This design comes from an exercise in tuning for small area and a short achievable clock period on the open sky130 flow, not from production work. Where RTL was checked, it was by simulation tests only, not by an equivalence proof against the original. No activity file was given, so power comes from the tool's default toggle rates.

==> flow/design.v <==
package pipe_trace_pkg;
    localparam logic [1:0] ST_IDLE_ENC      = 2'd0;
    localparam logic [1:0] ST_ARMED_ENC     = 2'd1;
    localparam logic [1:0] ST_TRIGGERED_ENC = 2'd2;
    localparam logic [1:0] ST_DONE_ENC      = 2'd3;
    typedef enum logic [1:0] {
        ST_IDLE      = ST_IDLE_ENC,
        ST_ARMED     = ST_ARMED_ENC,
        ST_TRIGGERED = ST_TRIGGERED_ENC,
        ST_DONE      = ST_DONE_ENC
    } pipe_trace_state_e;
endpackage
module trace_ram #(
    parameter int DEPTH  = 16,
    parameter int W      = 160,
    parameter int NSEL   = 12,
    parameter int SEL_LO = 3
) (
    input  logic              clk,
    input  logic              shift_i,
    input  logic [W-1:0]      wdata_i,
    input  logic [NSEL-1:0]   sel_i,
    output logic [W-1:0]      rdata_o
);
    logic [DEPTH-1:0][W-1:0] rows_q;
    logic [W-1:0]            out_q, out_d;
    always_comb begin
        out_d = '0;
        for (int k = 0; k < NSEL; k++) begin
            out_d = out_d | ({W{sel_i[k]}} & rows_q[SEL_LO+k]);
        end
    end
    always_ff @(posedge clk) begin
        if (shift_i) begin
            rows_q <= {rows_q[DEPTH-2:0], wdata_i};
            out_q  <= out_d;
        end
    end
    assign rdata_o = out_q;
endmodule
module pipe_trace_buffer #(
    parameter int NUM_CH    = 4,
    parameter int CH_W      = 32,
    parameter int PC_W      = 32,
    parameter int DEPTH     = 16,
    parameter int POST_TRIG = 4,
    parameter int TS_W      = 16
) (
    input  logic                       clk,
    input  logic                       rst_n,
    input  logic                       sample_en,
    input  logic [PC_W-1:0]            pc_in,
    input  logic [NUM_CH*CH_W-1:0]     ch_in,
    input  logic                       arm,
    input  logic                       trig_en,
    input  logic [PC_W-1:0]            trig_pc,
    output logic [1:0]                 state,
    output logic                       wrapped,
    output logic [$clog2(DEPTH+1)-1:0] count,
    output logic                       rd_valid,
    input  logic                       rd_ready,
    output logic [PC_W-1:0]            rd_pc,
    output logic [NUM_CH*CH_W-1:0]     rd_data
);
    localparam int CNT_W   = $clog2(DEPTH+1);
    localparam int DATA_W  = NUM_CH*CH_W;
    localparam int ENTRY_W = PC_W + DATA_W;
    localparam int NSEL    = DEPTH - POST_TRIG;
    localparam int SEL_LO  = POST_TRIG - 1;
    localparam int POST_W  = (POST_TRIG > 1) ? $clog2(POST_TRIG) : 1;
    if ((DEPTH < 2) || ((DEPTH & (DEPTH - 1)) != 0) || (TS_W < 1)
        || (POST_TRIG < 1) || (POST_TRIG > DEPTH - 1)) begin : g_bad_params
        $error("pipe_trace_buffer: invalid DEPTH/POST_TRIG/TS_W");
    end
    pipe_trace_pkg::pipe_trace_state_e  state_q, state_d;
    logic [CNT_W-1:0]   count_q, count_d;
    logic               wrapped_q, wrapped_d;
    logic [POST_W-1:0]  post_q, post_d;
    logic               rd_valid_q, rd_valid_d;
    logic [NSEL-1:0]    sel_q, sel_d;
    logic               done_q;
    logic               writing;
    logic               shift;
    logic               trig_hit;
    logic [ENTRY_W-1:0] rdata;
    assign done_q   = (state_q == pipe_trace_pkg::ST_DONE);
    assign writing  = sample_en && ((state_q == pipe_trace_pkg::ST_ARMED)
                                 || (state_q == pipe_trace_pkg::ST_TRIGGERED));
    assign trig_hit = trig_en && (pc_in == trig_pc);
    assign shift    = done_q ? (rd_valid_q && rd_ready) : sample_en;
    always_comb begin
        state_d    = state_q;
        count_d    = count_q;
        wrapped_d  = wrapped_q;
        post_d     = post_q;
        rd_valid_d = rd_valid_q;
        if (arm) begin
            state_d    = pipe_trace_pkg::ST_ARMED;
            count_d    = '0;
            wrapped_d  = 1'b0;
            rd_valid_d = 1'b0;
        end else begin
            if (writing) begin
                if (count_q == CNT_W'(DEPTH)) begin
                    wrapped_d = 1'b1;
                end else begin
                    count_d = count_q + CNT_W'(1);
                end
            end
            unique case (state_q)
                pipe_trace_pkg::ST_IDLE: ;
                pipe_trace_pkg::ST_ARMED: begin
                    if (sample_en && trig_hit) begin
                        state_d = pipe_trace_pkg::ST_TRIGGERED;
                        post_d  = POST_W'(POST_TRIG - 1);
                    end
                end
                pipe_trace_pkg::ST_TRIGGERED: begin
                    if (sample_en) begin
                        post_d = post_q - POST_W'(1);
                        if (post_q == '0) begin
                            state_d    = pipe_trace_pkg::ST_DONE;
                            rd_valid_d = 1'b1;
                        end
                    end
                end
                pipe_trace_pkg::ST_DONE: begin
                    if (rd_valid_q && rd_ready) begin
                        count_d    = count_q - CNT_W'(1);
                        rd_valid_d = (count_q != CNT_W'(1));
                    end
                end
                default: ;
            endcase
        end
    end
    always_comb begin
        for (int k = 0; k < NSEL; k++) begin
            if (k == NSEL - 1) begin
                sel_d[k] = (count_d >= CNT_W'(DEPTH - 1));
            end else begin
                sel_d[k] = (count_d == CNT_W'(SEL_LO + 1 + k));
            end
        end
    end
    always_ff @(posedge clk or negedge rst_n) begin
        if (!rst_n) begin
            state_q    <= pipe_trace_pkg::ST_IDLE;
            count_q    <= '0;
            wrapped_q  <= 1'b0;
            post_q     <= '0;
            rd_valid_q <= 1'b0;
        end else begin
            state_q    <= state_d;
            count_q    <= count_d;
            wrapped_q  <= wrapped_d;
            post_q     <= post_d;
            rd_valid_q <= rd_valid_d;
        end
    end
    always_ff @(posedge clk) begin
        if (state_d != pipe_trace_pkg::ST_DONE) begin
            sel_q <= sel_d;
        end
    end
    trace_ram #(
        .DEPTH (DEPTH),
        .W     (ENTRY_W),
        .NSEL  (NSEL),
        .SEL_LO(SEL_LO)
    ) u_ram (
        .clk     (clk),
        .shift_i (shift),
        .wdata_i ({pc_in, ch_in}),
        .sel_i   (sel_q),
        .rdata_o (rdata)
    );
    assign state    = state_q;
    assign wrapped  = wrapped_q;
    assign count    = count_q;
    assign rd_valid = rd_valid_q;
    assign rd_pc    = rdata[DATA_W +: PC_W];
    assign rd_data  = rdata[DATA_W-1:0];
endmodule
clock: 4.6 ns
lec_check: 0
cap_margin: 20
core_margin: 2
core_utilization: 40
setup_slack_margin: 2.0
slew_margin: 20
run.sh (not shown) runs the stock make flow with config.mk's settings and CLKGATE_MAP_FILE= SYNTH_SCRIPT=/design/flow/synth_recipe.tcl, a recipe that flattens the netlist after the stock synthesis.
Next try:
SETUP_SLACK_MARGIN = not set   (was 2.0)
The changed run went through all stages and came out clean. Synthesized area does not change. Clock-buffer cell count stays the same. Utilization barely changes. Non-clock buffer count falls by 18. Combinational power is about the same. Total power climbs by 0.45%. Register-to-register slack got worse by 240 ps. Global-route usage hardly moves. Clock power hardly moves.

========
## job 5673
Another version of the RTL of pipe_trace_buffer (not shown whole).
Size in the first run: roughly 4,400 cells after synthesis, about 370 I/O pins.
Design pipe_trace_buffer, start of the top module:
module pipe_trace_buffer #(
    parameter int NUM_CH    = 4,
    parameter int CH_W      = 32,
    parameter int PC_W      = 32,
    parameter int DEPTH     = 16,
    parameter int POST_TRIG = 4,
    parameter int TS_W      = 16
) (
    input  logic                       clk,
    input  logic                       rst_n,
    input  logic                       sample_en,
    input  logic [PC_W-1:0]            pc_in,
    input  logic [NUM_CH*CH_W-1:0]     ch_in,
    input  logic                       arm,
    input  logic                       trig_en,
    input  logic [PC_W-1:0]            trig_pc,
    output logic [1:0]                 state,
    output logic                       wrapped,
    output logic [$clog2(DEPTH+1)-1:0] count,
    output logic                       rd_valid,
    input  logic                       rd_ready,
    output logic [PC_W-1:0]            rd_pc,
    output logic [NUM_CH*CH_W-1:0]     rd_data
);
clock: 4.6 ns
lec_check: 0
cap_margin: 20
core_margin: 2
core_utilization: 40
cts_cluster_diameter: 100
cts_cluster_size: 30
setup_slack_margin: 2.3
slew_margin: 20
standard.sh (not shown) runs the stock make flow with config.mk's settings and CLKGATE_MAP_FILE= SYNTH_SCRIPT=/design/flow/synth_recipe.tcl, a recipe that flattens the netlist after the stock synthesis.
==> flow/flow/run.sh <==
#!/bin/bash
# Layout flow: the standard ORFS flow (standard.sh, unchanged synthesis,
# floorplan, power grid, placement, CTS and routing), except that the
# buffers buffer_ports puts on every input and output port are plain
# sky130_fd_sc_hd__buf_2 cells instead of the cell it picks by default (a
# clock delay buffer). Timing repair resizes them afterwards as usual.
# make's full output goes to standard_sh.log; each ORFS step keeps its own
# log under orfs/logs/.
set -euo pipefail
cd "$(dirname "$0")/.."
export BUFFER_PORTS_ARGS="-buffer_cell sky130_fd_sc_hd__buf_2"
bash standard.sh finish > standard_sh.log 2>&1
Input-level comparison between job 180 and job 5673:
- a change of SETUP_SLACK_MARGIN from 2.3 to 2.4
### Flow results
- The core utilization of the finished layout of job 180 exceeds that of job 5673 by 2.6 points.
- In job 180, sequential share of layout area is lower than in job 5673.
- Summary of the comparison: post-route total power is higher in job 180, relative to job 5673.
- Compared with job 5673, job 180 shows leakage power that has gone up by a little under 10%.
- Summary of job 180 over job 5673: setup slack went down, routed wire length per instance went up, final cycle utilization of the critical path went up, number of antenna violations at the first check in global routing went up.
Edits applied to the flow inputs when going from job 180 to job 2450:
- CORE_UTILIZATION: 40 -> 55
- SETUP_SLACK_MARGIN: 2.4 -> 2.3
- On final area, job 180 loses to job 2450.
- Well tap count delta for job 2450 relative to job 180: 27% lower
- Area growth from synthesis to final layout on job 2450 is down relative to job 180.
- The global routing met2 resource utilization number comes out lower for job 180 vs job 2450.
- Total power of job 2450 is lower than that of job 180.
- Lower initial standard-cell utilization of the core goes to job 180 over job 2450.
Setup changes, job 2450 to job 2937
- CORE_UTILIZATION changed from 55 to 40
- SETUP_SLACK_MARGIN changed from 2.3 to 2.2
==> flow/run.sh (new file) <==
#!/bin/bash
# synth_recipe.tcl (not shown) runs the flow's synth.tcl, then flattens the netlist and writes it again
# the make line also repeats each setting of config.mk as NAME=value (left out here)
make -C /OpenROAD-flow-scripts/flow DESIGN_CONFIG=/design/flow/config.mk WORK_HOME=/design/flow/orfs CLKGATE_MAP_FILE= SYNTH_SCRIPT=/design/flow/synth_recipe.tcl finish
removed: flow/flow/run.sh
removed: flow/standard.sh
==> notes.md <==
Job 2450 → job 2937: highest attainable clock frequency -about 0.55%; internal power component +1.2%. Changes observed in job 2937 relative to job 2450: fraction of area in registers -1.8 points, non-clock buffer count +1.4%. The proportion of final cell area spent on non-clock buffers in job 2937 sits 1.1 points above the value recorded for job 2450. Compared with job 2450, job 2937 shows a higher final cell count without fillers. The row count of job 2937 is higher than that of job 2450.

========
Another version of the RTL of pipe_trace_buffer (not shown whole).
Size in the first run: ~370 I/O pins, roughly 0.089 mm² of cells after synthesis.
Settings: LEC_CHECK=0, CAP_MARGIN=20, CORE_MARGIN=2, CORE_UTILIZATION=55, CTS_CLUSTER_DIAMETER=100, CTS_CLUSTER_SIZE=30, SETUP_SLACK_MARGIN=2.38, SLEW_MARGIN=20; clock period 4.6 ns.
==> flow/flow/run.sh <==
#!/bin/bash
# Layout flow: the standard ORFS flow (standard.sh, unchanged synthesis,
# floorplan, power grid, placement, CTS and routing), except that the
# buffers buffer_ports puts on every input and output port are plain
# sky130_fd_sc_hd__buf_2 cells instead of the cell it picks by default (a
# clock delay buffer). Timing repair resizes them afterwards as usual.
# make's full output goes to standard_sh.log; each ORFS step keeps its own
# log under orfs/logs/.
set -euo pipefail
cd "$(dirname "$0")/.."
export BUFFER_PORTS_ARGS="-buffer_cell sky130_fd_sc_hd__buf_2"
bash standard.sh finish > standard_sh.log 2>&1
Edit:
--- a/flow/config.mk
+++ b/flow/config.mk
@@ -11,4 +11,4 @@
 export CTS_CLUSTER_DIAMETER = 100
 export CTS_CLUSTER_SIZE = 30
-export SETUP_SLACK_MARGIN = 2.38
+export SETUP_SLACK_MARGIN = 2.35
 export SLEW_MARGIN = 20
What happened: Setup slack improved by 0.0050 ns; via count goes down by about 0.4%; utilization goes down by 0.46 points; final cell count hardly moves; routed wire length goes down by 0.46%; maximum frequency stays flat.
Function was not checked in any run of this note: the RTL went through the layout flow alone.

========
## onyx
Another version of the RTL of pipe_trace_buffer (not shown whole).
Size: about 4300 cells after synthesis, roughly 2600 flip-flops.
==> flow/config.mk <==
export PLATFORM = sky130hd
export DESIGN_NAME = pipe_trace_buffer
export DESIGN_NICKNAME = pipe_trace_buffer
export VERILOG_FILES = /design/flow/design.v
export SDC_FILE = /design/flow/constraint.sdc
export NUM_CORES = 4
export LEC_CHECK = 0
export CAP_MARGIN = 20
export CORE_MARGIN = 2
export CORE_UTILIZATION = 55
export CTS_CLUSTER_DIAMETER = 100
export CTS_CLUSTER_SIZE = 30
export SETUP_SLACK_MARGIN = 2.3
export SLEW_MARGIN = 20
==> flow/constraint.sdc <==
create_clock -name core_clock -period 4.6 [get_ports {clk}]
set_input_delay 0.9200 -clock core_clock [delete_from_list [all_inputs] [get_ports {clk}]]
set_output_delay 0.9200 -clock core_clock [all_outputs]
set_load 0.01 [all_outputs]
Scripts as last shown in full above: flow/flow/run.sh
Here is what was changed in the inputs of juniper compared with onyx.
==> flow/run.sh (new file) <==
#!/bin/bash
# synth_recipe.tcl (not shown) runs the flow's synth.tcl, then flattens the netlist and writes it again
# the make line also repeats each setting of config.mk as NAME=value (left out here)
make -C /OpenROAD-flow-scripts/flow DESIGN_CONFIG=/design/flow/config.mk WORK_HOME=/design/flow/orfs CLKGATE_MAP_FILE= SYNTH_SCRIPT=/design/flow/synth_recipe.tcl finish
removed: flow/flow/run.sh
removed: flow/standard.sh
Results
The design area reported for juniper is greater than that of onyx by 850 um2. Taking onyx as the reference, in juniper area of the die did not really move; register share of total power up 0.2 points; sequential share of cell area fell by 0.50 points. Any difference in routed wire length between juniper and onyx is small enough to ignore. Compared with onyx, juniper instantiates a smaller number of cells. Looking at period utilization, juniper sits 4.4 points higher than onyx does. juniper vs onyx, category of the critical setup timing path: reg -> reg vs reg -> out.
[inputs] xenon vs juniper
# juniper
export LEC_CHECK = 0
export CAP_MARGIN = 20
export CORE_MARGIN = 2
export CORE_UTILIZATION = 55
export CTS_CLUSTER_DIAMETER = 100
export CTS_CLUSTER_SIZE = 30
export SETUP_SLACK_MARGIN = 2.3
export SLEW_MARGIN = 20
create_clock -name core_clock -period 4.6 [get_ports {clk}]
# xenon
export LEC_CHECK = 0
export CAP_MARGIN = 20
export CORE_MARGIN = 2
export CORE_UTILIZATION = 55
export CTS_CLUSTER_DIAMETER = 100
export CTS_CLUSTER_SIZE = 30
export SETUP_SLACK_MARGIN = 2.35
export SLEW_MARGIN = 20
create_clock -name core_clock -period 4.6 [get_ports {clk}]
==> flow/flow/run.sh (new file) <==
#!/bin/bash
# Layout flow: the standard ORFS flow (standard.sh, unchanged synthesis,
# floorplan, power grid, placement, CTS and routing), except that the
# buffers buffer_ports puts on every input and output port are plain
# sky130_fd_sc_hd__buf_2 cells instead of the cell it picks by default (a
# clock delay buffer). Timing repair resizes them afterwards as usual.
# make's full output goes to standard_sh.log; each ORFS step keeps its own
# log under orfs/logs/.
set -euo pipefail
cd "$(dirname "$0")/.."
export BUFFER_PORTS_ARGS="-buffer_cell sky130_fd_sc_hd__buf_2"
bash standard.sh finish > standard_sh.log 2>&1
==> flow/standard.sh (new file) <==
#!/bin/bash
# synth_recipe.tcl (not shown) runs the flow's synth.tcl, then flattens the netlist and writes it again
# the make line also repeats each setting of config.mk as NAME=value (left out here)
make -C /OpenROAD-flow-scripts/flow DESIGN_CONFIG=/design/flow/config.mk WORK_HOME=/design/flow/orfs CLKGATE_MAP_FILE= SYNTH_SCRIPT=/design/flow/synth_recipe.tcl "${@:-finish}"
removed: flow/run.sh
### Flow results
xenon: done, clean on timing, DRC and antenna
Taking juniper as the reference, in xenon sum of internal, switching and leakage power has increased, final worst setup slack has increased, via count of the first global-routing pass has increased.
xenon: worst hold margin 6.5 ps below juniper
First-pass GRT wire length of xenon is on par with juniper.
Comparing xenon against juniper, there is no change at all in I/O pin count.
Compared juniper against xenon; clock transition at the registers of the reported paths within noise.
Kind of critical path: reg -> reg -> juniper, reg -> out -> xenon
xenon vs juniper on shortest clock period the worst path allows after layout: xenon is the lower one.
Setup changes, xenon to nickel
# xenon
export LEC_CHECK = 0
export CAP_MARGIN = 20
export CORE_MARGIN = 2
export CORE_UTILIZATION = 55
export CTS_CLUSTER_DIAMETER = 100
export CTS_CLUSTER_SIZE = 30
export SETUP_SLACK_MARGIN = 2.35
export SLEW_MARGIN = 20
create_clock -name core_clock -period 4.6 [get_ports {clk}]
# nickel
export LEC_CHECK = 0
export CAP_MARGIN = 20
export CORE_MARGIN = 2
export CORE_UTILIZATION = 65
export CTS_CLUSTER_DIAMETER = 100
export CTS_CLUSTER_SIZE = 30
export SETUP_SLACK_MARGIN = 2.35
export SLEW_MARGIN = 20
create_clock -name core_clock -period 4.6 [get_ports {clk}]
Results
Area used by sequential logic in the layout essentially unchanged between nickel and xenon. Compared to xenon, the routing of nickel uses less wire. Average cell area after synthesis came out exactly the same in nickel and xenon. Changes observed in nickel relative to xenon: number of input and output port buffers inserted did not really move; detailed-route vias per instance went up; switching power summed over all nets went down; final worst-path setup slack went down; antenna diode instance count went up. Between xenon and nickel, clock-buffer cell count decreased. The lower total power came out of nickel. On register-to-register slack, xenon loses to nickel.
Input-level comparison between garnet and nickel:
# nickel
export LEC_CHECK = 0
export CAP_MARGIN = 20
export CORE_MARGIN = 2
export CORE_UTILIZATION = 65
export CTS_CLUSTER_DIAMETER = 100
export CTS_CLUSTER_SIZE = 30
export SETUP_SLACK_MARGIN = 2.35
export SLEW_MARGIN = 20
create_clock -name core_clock -period 4.6 [get_ports {clk}]
# garnet
export LEC_CHECK = 0
export CAP_MARGIN = 20
export CORE_MARGIN = 2
export CORE_UTILIZATION = 55
export CTS_CLUSTER_DIAMETER = 100
export CTS_CLUSTER_SIZE = 30
export SETUP_SLACK_MARGIN = 2.4
export SLEW_MARGIN = 20
create_clock -name core_clock -period 4.6 [get_ports {clk}]
Findings:
For nickel, the library cell contributing the largest single delay on the critical path was sky130_fd_sc_hd__dfrtp_2, unlike garnet, where it was sky130_fd_sc_hd__dfrtp_1.
Taking nickel as the reference point, the first-pass GRT wire length of garnet rises by about 2.4%.
Compared with nickel, in garnet total of plain and repair buffers excluding clock buffers rose by 72, total power now sits higher.

==> separate check: timing with driven ports <==
How much do the figures lean on ideal ports? The routed layouts below were timed once more, with nothing changed but the port constraints. Step 1: set_driving_cell puts a clkbuf_16 on clk and a buf_2 on each other input, an assumption about the parent block. Step 2 moves the port delays by t, midway between the first and last clock arrival at a register: inputs arrive t later, outputs are due t later. That takes back most of the time a late clock gives input paths. Three values: ideal ports, drivers, drivers and shift; two values: the first two.
| run | shift t [ns] | setup WS [ns] | worst setup path at the end | worst register clock-pin slew, ns | worst slew at a driven data input, ns |
|---|---|---|---|---|---|
| the first run of note 1 | 0.986 | 1.984 / 1.974 / 1.054 | input to register | 0.07 / 0.07 | 0.14 |
| the second run of note 1 | 0.988 | 1.211 / 1.271 / 0.282 | input to register | 0.07 / 0.07 | 0.14 |
| job 5673 | 0.860 | 2.268 / 2.215 / 1.825 | input to register | 0.12 / 0.12 | 0.07 |
| job 180 | 0.883 | 2.131 / 2.131 / 1.771 | input to register | 0.12 / 0.12 | 0.07 |
| job 2450 | 0.834 | 2.280 / 2.234 / 1.687 | input to register | 0.12 / 0.12 | 0.07 |
| job 2937 | 0.875 | 2.268 / 2.176 / 1.541 | input to register | 0.12 / 0.12 | 0.06 |
| the first run of note 3 | 0.816 | 2.384 / 2.316 / 1.505 | input to register | 0.12 / 0.12 | 0.20 |
| the second run of note 3 | 0.816 | 2.389 / 2.292 / 1.476 | input to register | 0.12 / 0.12 | 0.18 |
| onyx | 0.808 | 2.334 / 2.255 / 1.617 | input to register | 0.12 / 0.12 | 0.13 |
| juniper | 0.823 | 2.133 / 2.133 / 1.353 | input to register | 0.12 / 0.12 | 0.11 |
| xenon | 0.810 | 2.319 / 2.239 / 1.696 | input to register | 0.12 / 0.12 | 0.13 |
| nickel | 0.824 | 2.313 / 2.235 / 1.764 | input to register | 0.12 / 0.12 | 0.20 |
| garnet | 0.815 | 2.324 / 2.244 / 1.685 | input to register | 0.12 / 0.12 | 0.13 |
After both steps setup and hold are still met in every run listed. For the first run of note 1, which loses most, drivers alone change the setup slack by -0.010 ns; drivers and shift together by -0.930 ns.
